Context: an optimization exercise on an open-source flow, tuned for small area, a short achievable clock period and few clock cycles. The choices shown serve that exercise and are no tape-out recipe. In this exercise RTL edits were held to simulation tests only and were not proved equivalent to the original. Power figures rest on the tool's default switching activity, not on a simulated workload.

Design stream_distinct_filter, start of the top module:
module stream_distinct_filter #(
   parameter int MAX_DISTINCT = sdf_pkg::MAX_DISTINCT_DEF
) (
   input  wire                                clock,
   input  wire                                reset,
   input  wire                                start,
   output logic                               busy,
   input  wire signed [sdf_pkg::VALUE_W-1:0]  req_value,
   input  wire                                req_first_of_job,
   output logic                               rsp_valid,
   output logic signed [sdf_pkg::VALUE_W-1:0] rsp_echo_value,
   output logic                               rsp_is_new,
   output logic [sdf_pkg::COUNT_OUT_W-1:0]    rsp_distinct_count,
   output logic                               rsp_overflow
);
   logic                         tab_clr;
   logic                         tab_ins;
   logic [sdf_pkg::VALUE_W-1:0]  tab_ins_data;
   logic [sdf_pkg::VALUE_W-1:0]  tab_query;
   logic [sdf_pkg::VALUE_W-1:0]  tab_query_n;
   logic [255:0]                 tab_grp_hit;
   logic [3:0]                   tab_tail_free;
   sdf_search #(
  ...
export LEC_CHECK = 0
export CAP_MARGIN = 20
export CORE_MARGIN = 2
export CORE_UTILIZATION = 70
export CTS_BUF_LIST = sky130_fd_sc_hd__clkbuf_16
export CTS_CLUSTER_DIAMETER = 80
export CTS_CLUSTER_SIZE = 25
export SLEW_MARGIN = 20
export TNS_END_PERCENT = 10
create_clock -name core_clock -period 10.0 [get_ports {clock}]
standard.sh (not shown) runs the stock make flow with config.mk's settings and CLKGATE_MAP_FILE= SYNTH_SCRIPT=/design/flow/synth_recipe.tcl, a recipe that flattens the netlist after the stock synthesis.
==> flow/flow/run.sh <==
#!/bin/bash
set -euo pipefail
bash standard.sh SETUP_SLACK_MARGIN=6.6 "BUFFER_PORTS_ARGS=-buffer_cell sky130_fd_sc_hd__buf_2" finish > standard_flow.log 2>&1
Testbench counts at the start, summed over its fixed seeds: cycles 14,489.
Rerun with:
--- a/flow/design.v
+++ b/flow/design.v
@@ -9,13 +9,13 @@
    } mem_ctl_type;
 endpackage
 `default_nettype wire
 `default_nettype none
 module sdf_table #(
    parameter int DEPTH = sdf_pkg::MAX_DISTINCT_DEF,
-   parameter int NGRP  = 256,
+   parameter int NGRP  = 64,
    parameter int NTAIL = 4
 ) (
    input  wire                             clock,
    input  wire                             clr,        
    input  wire                             ins,        
    input  wire [sdf_pkg::VALUE_W-1:0]      ins_data,
@@ -50,13 +50,13 @@
 endmodule
 `default_nettype wire
 `default_nettype none
 module sdf_search #(
    parameter int MAX_DISTINCT = sdf_pkg::MAX_DISTINCT_DEF,
    parameter int CW           = $clog2(MAX_DISTINCT + 1),
-   parameter int NGRP         = 256,
+   parameter int NGRP         = 64,
    parameter int QD           = 2        
 ) (
    input  wire                                clock,
    input  wire                                reset,
    input  wire                                start,
    input  wire signed [sdf_pkg::VALUE_W-1:0]  req_value,
@@ -235,13 +235,13 @@
 );
    logic                         tab_clr;
    logic                         tab_ins;
    logic [sdf_pkg::VALUE_W-1:0]  tab_ins_data;
    logic [sdf_pkg::VALUE_W-1:0]  tab_query;
    logic [sdf_pkg::VALUE_W-1:0]  tab_query_n;
-   logic [255:0]                 tab_grp_hit;
+   logic [63:0]                  tab_grp_hit;
    logic [3:0]                   tab_tail_free;
    sdf_search #(
       .MAX_DISTINCT (MAX_DISTINCT)
    ) u_search (
       .clock              (clock),
       .reset              (reset),
=>
- The changed run ran to the end with no violations
- design area went down slightly
- total power drops by a few percent
- count of clock-buffer cells in the layout drops by 14
- setup slack gets worse by 0.023 ns
- maximum frequency decreases slightly
- sequential power decreases slightly
- sequential share of layout area shrinks by 0.16 points
- synthesized cell count went down slightly
- sequential cell count drops by 192
Testbench counts after the change, summed over its fixed seeds: cycles 14,489.

---

Setup of run A:
The RTL this note starts from:
==> flow/design.v <==
`default_nettype none
package sdf_pkg;
   localparam int MAX_DISTINCT_DEF = 256;
   localparam int VALUE_W          = 32;
   localparam int COUNT_OUT_W      = 9;
   typedef struct packed {
      logic rd_en;
      logic wr_en;
   } mem_ctl_type;
endpackage
`default_nettype wire
`default_nettype none
module sdf_table #(
   parameter int DEPTH = sdf_pkg::MAX_DISTINCT_DEF,
   parameter int NGRP  = 64,
   parameter int NTAIL = 4
) (
   input  wire                             clock,
   input  wire                             clr,        
   input  wire                             ins,        
   input  wire [sdf_pkg::VALUE_W-1:0]      ins_data,
   input  wire [sdf_pkg::VALUE_W-1:0]      query,
   input  wire [sdf_pkg::VALUE_W-1:0]      query_n,    
   output logic [NGRP-1:0]                 grp_hit,    
   output logic [NTAIL-1:0]                tail_free   
);
   localparam int GS = DEPTH / NGRP;
   localparam logic [DEPTH-1:0] INV = {(DEPTH/2){2'b10}};
   logic [DEPTH-1:0][sdf_pkg::VALUE_W-1:0] ring;
   logic [DEPTH-1:0]                       vst;    
   logic [DEPTH-1:0]                       vld;
   logic [DEPTH-1:0]                       match;
   assign vld = vst ^ INV;
   always_ff @(posedge clock) begin
      ring <= {ring[DEPTH-2:0], (ins ? ins_data : ring[DEPTH-1])};
      vst  <= ({vld[DEPTH-2:0], (ins | vld[DEPTH-1])} & {DEPTH{!clr}}) ^ INV;
   end
   always_comb begin
      for (int p = 0; p < DEPTH; p++) begin
         if (p < DEPTH / 2) match[p] = vld[p] && (ring[p] == query);
         else               match[p] = vld[p] && ((ring[p] ^ query_n) == '1);
      end
      for (int g = 0; g < NGRP; g++) begin
         grp_hit[g] = |match[g*GS +: GS];
      end
      for (int k = 0; k < NTAIL; k++) begin
         tail_free[k] = !vld[DEPTH-1-k];
      end
   end
endmodule
`default_nettype wire
`default_nettype none
module sdf_search #(
   parameter int MAX_DISTINCT = sdf_pkg::MAX_DISTINCT_DEF,
   parameter int CW           = $clog2(MAX_DISTINCT + 1),
   parameter int NGRP         = 64,
   parameter int QD           = 2        
) (
   input  wire                                clock,
   input  wire                                reset,
   input  wire                                start,
   input  wire signed [sdf_pkg::VALUE_W-1:0]  req_value,
   input  wire                                req_first_of_job,
   output logic                               busy,
   output logic                               tab_clr,
   output logic                               tab_ins,
   output logic [sdf_pkg::VALUE_W-1:0]        tab_ins_data,
   output logic [sdf_pkg::VALUE_W-1:0]        tab_query,
   output logic [sdf_pkg::VALUE_W-1:0]        tab_query_n,
   input  wire  [NGRP-1:0]                    tab_grp_hit,
   input  wire  [3:0]                         tab_tail_free,
   output logic                               rsp_valid,
   output logic signed [sdf_pkg::VALUE_W-1:0] rsp_echo_value,
   output logic                               rsp_is_new,
   output logic [sdf_pkg::COUNT_OUT_W-1:0]    rsp_distinct_count,
   output logic                               rsp_overflow
);
   logic                          busy_ff;
   logic                          take;
   logic                          s_vld;
   logic [sdf_pkg::VALUE_W-1:0]   s_val;
   logic [sdf_pkg::VALUE_W-1:0]   s_val_n;   
   logic                          s_fj;
   logic                          m_vld;
   logic [sdf_pkg::VALUE_W-1:0]   m_val;
   logic                          m_fj;
   logic [NGRP-1:0]               m_grp;
   logic                          m_pend;
   logic                          m_eqp;     
   logic                          o_vld;
   logic [sdf_pkg::VALUE_W-1:0]   o_val;
   logic                          o_fj;
   logic                          o_ins;
   logic                          o_new;
   logic [sdf_pkg::COUNT_OUT_W-1:0] o_cnt;
   logic                          o_ovf;
   logic [QD-1:0]                        pq_vld;
   logic [QD-1:0][sdf_pkg::VALUE_W-1:0]  pq_val;
   logic [QD-1:0]                        pq_pop;    
   logic [QD-1:0]                        pq_push;   
   logic [sdf_pkg::VALUE_W-1:0]          pq_head;
   logic                                 pq_any;
   logic                                 o_pend;
   logic                                 s_pend;
   logic [CW-1:0]   count_ff;
   logic [CW-1:0]   count_p1;   
   logic [CW-1:0]   count_p2;   
   logic            hit;
   logic            full;
   logic            add;
   logic [CW-1:0]   count_nx;
   logic            clr;
   logic            tclr_ff;   
   assign take = start && !busy_ff && !reset;
   assign clr  = m_vld && m_fj;
   assign o_pend = o_vld && o_ins;
   always_comb begin
      s_pend = o_pend && (o_val == s_val);
      for (int k = 0; k < QD; k++) s_pend = s_pend || (pq_vld[k] && (pq_val[k] == s_val));
   end
   assign hit      = !m_fj && ((!(o_vld && o_fj) && ((|m_grp) || m_pend)) ||
                               (o_pend && m_eqp));
   assign full     = !m_fj && (count_ff == CW'(MAX_DISTINCT));
   assign add      = m_vld && !hit && !full;
   always_comb begin
      if (m_fj) count_nx = CW'(add);
      else      count_nx = add ? count_p1 : count_ff;
   end
   always_comb begin
      pq_any  = |pq_vld;
      pq_pop  = '0;
      pq_head = pq_val[0];
      for (int k = QD - 1; k >= 0; k--) begin
         if (pq_vld[k]) begin
            pq_pop  = QD'(1) << k;
            pq_head = pq_val[k];
         end
      end
      tab_ins = tab_tail_free[0] && (pq_any || o_pend);
      if (!tab_tail_free[0]) pq_pop = '0;
      pq_push = '0;
      for (int k = QD - 1; k >= 0; k--) begin
         if (!pq_vld[k] || pq_pop[k]) pq_push = QD'(1) << k;
      end
      if (!(o_pend && (pq_any || !tab_tail_free[0]))) pq_push = '0;
   end
   assign tab_clr      = tclr_ff;
   assign tab_ins_data = pq_any ? pq_head : o_val;
   assign tab_query    = s_val;
   assign tab_query_n  = s_val_n;
   localparam int WT = QD + 4;
   logic [WT-1:0] wq;
   logic [3:0]    wp;
   always_comb begin
      wp = {take, s_vld, m_vld, o_pend};
      wq = '0;
      for (int k = 0; k < QD; k++) if (pq_vld[k]) wq = {wq[WT-2:0], 1'b1};
      for (int k = 0; k < 4; k++) begin
         if (wp[k] && !tab_tail_free[k])       wq = {wq[WT-2:0], 1'b1};
         else if (!wp[k] && tab_tail_free[k])  wq = {1'b0, wq[WT-1:1]};
      end
   end
   always_ff @(posedge clock) begin
      tclr_ff <= reset || (s_vld && s_fj);
      s_val  <= req_value;
      s_val_n <= ~req_value;
      s_fj   <= req_first_of_job;
      m_val  <= s_val;
      m_fj   <= s_fj;
      m_grp  <= tab_grp_hit;
      m_pend <= s_pend;
      m_eqp  <= (s_val == m_val);
      o_val  <= m_val;
      o_fj   <= m_fj;
      o_ins  <= add;
      o_new  <= !hit;
      o_cnt  <= sdf_pkg::COUNT_OUT_W'(count_nx);
      o_ovf  <= !hit && full;
      for (int k = 0; k < QD; k++) begin
         if (pq_push[k]) pq_val[k] <= o_val;
      end
   end
   always_ff @(posedge clock) begin
      if (reset) begin
         s_vld    <= 1'b0;
         m_vld    <= 1'b0;
         o_vld    <= 1'b0;
         count_ff <= '0;
         count_p1 <= CW'(1);
         count_p2 <= CW'(2);
         pq_vld   <= '0;
         busy_ff  <= 1'b0;
      end else begin
         s_vld    <= take;
         m_vld    <= s_vld;
         o_vld    <= m_vld;
         if (m_vld) begin
            count_ff <= count_nx;
            if (m_fj) begin
               count_p1 <= add ? CW'(2) : CW'(1);
               count_p2 <= add ? CW'(3) : CW'(2);
            end else if (add) begin
               count_p1 <= count_p2;
               count_p2 <= count_p2 + CW'(1);
            end
         end
         if (clr) pq_vld <= '0;
         else     pq_vld <= (pq_vld & ~pq_pop) | pq_push;
         busy_ff  <= wq[QD-1];
      end
   end
   assign busy               = busy_ff;
   assign rsp_valid          = o_vld;
   assign rsp_echo_value     = o_val;
   assign rsp_is_new         = o_new;
   assign rsp_distinct_count = o_cnt;
   assign rsp_overflow       = o_ovf;
endmodule
`default_nettype wire
`default_nettype none
module stream_distinct_filter #(
   parameter int MAX_DISTINCT = sdf_pkg::MAX_DISTINCT_DEF
) (
   input  wire                                clock,
   input  wire                                reset,
   input  wire                                start,
   output logic                               busy,
   input  wire signed [sdf_pkg::VALUE_W-1:0]  req_value,
   input  wire                                req_first_of_job,
   output logic                               rsp_valid,
   output logic signed [sdf_pkg::VALUE_W-1:0] rsp_echo_value,
   output logic                               rsp_is_new,
   output logic [sdf_pkg::COUNT_OUT_W-1:0]    rsp_distinct_count,
   output logic                               rsp_overflow
);
   logic                         tab_clr;
   logic                         tab_ins;
   logic [sdf_pkg::VALUE_W-1:0]  tab_ins_data;
   logic [sdf_pkg::VALUE_W-1:0]  tab_query;
   logic [sdf_pkg::VALUE_W-1:0]  tab_query_n;
   logic [63:0]                  tab_grp_hit;
   logic [3:0]                   tab_tail_free;
   sdf_search #(
      .MAX_DISTINCT (MAX_DISTINCT)
   ) u_search (
      .clock              (clock),
      .reset              (reset),
      .start              (start),
      .req_value          (req_value),
      .req_first_of_job   (req_first_of_job),
      .busy               (busy),
      .tab_clr            (tab_clr),
      .tab_ins            (tab_ins),
      .tab_ins_data       (tab_ins_data),
      .tab_query          (tab_query),
      .tab_query_n        (tab_query_n),
      .tab_grp_hit        (tab_grp_hit),
      .tab_tail_free      (tab_tail_free),
      .rsp_valid          (rsp_valid),
      .rsp_echo_value     (rsp_echo_value),
      .rsp_is_new         (rsp_is_new),
      .rsp_distinct_count (rsp_distinct_count),
      .rsp_overflow       (rsp_overflow)
   );
   sdf_table #(
      .DEPTH (MAX_DISTINCT)
   ) u_table (
      .clock     (clock),
      .clr       (tab_clr),
      .ins       (tab_ins),
      .ins_data  (tab_ins_data),
      .query     (tab_query),
      .query_n   (tab_query_n),
      .grp_hit   (tab_grp_hit),
      .tail_free (tab_tail_free)
   );
endmodule
`default_nettype wire
clock: 10.0 ns
lec_check: 0
cap_margin: 20
core_margin: 2
core_utilization: 70
cts_buf_list: sky130_fd_sc_hd__clkbuf_16
cts_cluster_diameter: 90
cts_cluster_size: 28
slew_margin: 20
tns_end_percent: 10
==> flow/flow/run.sh <==
#!/bin/bash
set -euo pipefail
bash standard.sh SETUP_SLACK_MARGIN=6.55 "BUFFER_PORTS_ARGS=-buffer_cell sky130_fd_sc_hd__buf_2" finish > standard_flow.log 2>&1
Testbench counts of run A, summed over its fixed seeds: cycles 14,489.
Changes in run X relative to run A:
--- a/flow/design.v
+++ b/flow/design.v
@@ -10,11 +10,11 @@
 endpackage
 `default_nettype wire
 `default_nettype none
 module sdf_table #(
    parameter int DEPTH = sdf_pkg::MAX_DISTINCT_DEF,
-   parameter int NGRP  = 64,
+   parameter int NGRP  = 32,
    parameter int NTAIL = 4
 ) (
    input  wire                             clock,
    input  wire                             clr,        
    input  wire                             ins,        
@@ -51,11 +51,11 @@
 `default_nettype wire
 `default_nettype none
 module sdf_search #(
    parameter int MAX_DISTINCT = sdf_pkg::MAX_DISTINCT_DEF,
    parameter int CW           = $clog2(MAX_DISTINCT + 1),
-   parameter int NGRP         = 64,
+   parameter int NGRP         = 32,
    parameter int QD           = 2        
 ) (
    input  wire                                clock,
    input  wire                                reset,
    input  wire                                start,
@@ -236,11 +236,11 @@
    logic                         tab_clr;
    logic                         tab_ins;
    logic [sdf_pkg::VALUE_W-1:0]  tab_ins_data;
    logic [sdf_pkg::VALUE_W-1:0]  tab_query;
    logic [sdf_pkg::VALUE_W-1:0]  tab_query_n;
-   logic [63:0]                  tab_grp_hit;
+   logic [31:0]                  tab_grp_hit;
    logic [3:0]                   tab_tail_free;
    sdf_search #(
       .MAX_DISTINCT (MAX_DISTINCT)
    ) u_search (
       .clock              (clock),
### Flow results
- Run X — die area 0.0017 mm^2 higher, run A as reference
- Summary of the comparison: global-route usage is higher in run X, relative to run A.
- Relative to run A, number of detailed-routing iterations run before antenna repair increased by 1 in run X.
- Non-filler instance count after layout of run A is on par with run X.
- Run X vs run A — critical path depth rose 7.
- Share of cells above drive strength 1 (lower): run A
- Against run A as the reference, run X delivers a higher DRC marker count from the first detailed-route iteration.
- Largest net degree at the start of global routing ends up higher on run X.
- Compared with run A, run X shows a higher total of clock buffers placed in the layout.
- Diff run A..run X | sum of internal, switching and leakage power | negligible
- Of run A and run X, the run reporting the higher combinational power was run X.
- Diff run A -> run X: wire length shows an increase of 1.1%, part of the total power dissipated in sequential elements shows a reduction of 0.4 points, cell count after placement shows no meaningful change.
- Run X reached the end of the flow, and the finished layout is clean on the timing, DRC and antenna checks.
Testbench counts of run X, summed over its fixed seeds: cycles 14,489.

==> static timing again, ports no longer ideal <==
The results above use ideal ports. As a check the final layouts listed here were re-extracted and re-timed, cells and wires unchanged. Step 1 sets driving cells, clkbuf_16 on the clock port and buf_2 on the other inputs (assumed; they add their load-dependent delay and slew). Step 2 times the ports against the registers' clock, not the clock port: input delays grow and output delays shrink by t, the midpoint of the rising clock arrivals with the driver on. a / b / c = ideal / step 1 / step 2; a / b = the first two.
| run | t, ns | slack for setup (ns) | worst setup path after step 2 |
|---|---|---|---|
| the first run of note 1 | 1.124 | 6.338 / 6.338 / 6.289 | input to register |
| the second run of note 1 | 1.136 | 6.316 / 6.195 / 6.316 | register to register |
| run A | 1.115 | 6.327 / 6.214 / 6.320 | input to register |
| run X | 1.119 | 6.319 / 6.319 / 6.225 | input to register |
After both steps every run listed still meets setup and hold. For run X, which loses most, drivers alone change the setup slack by 0.000 ns; drivers and shift together by -0.094 ns.
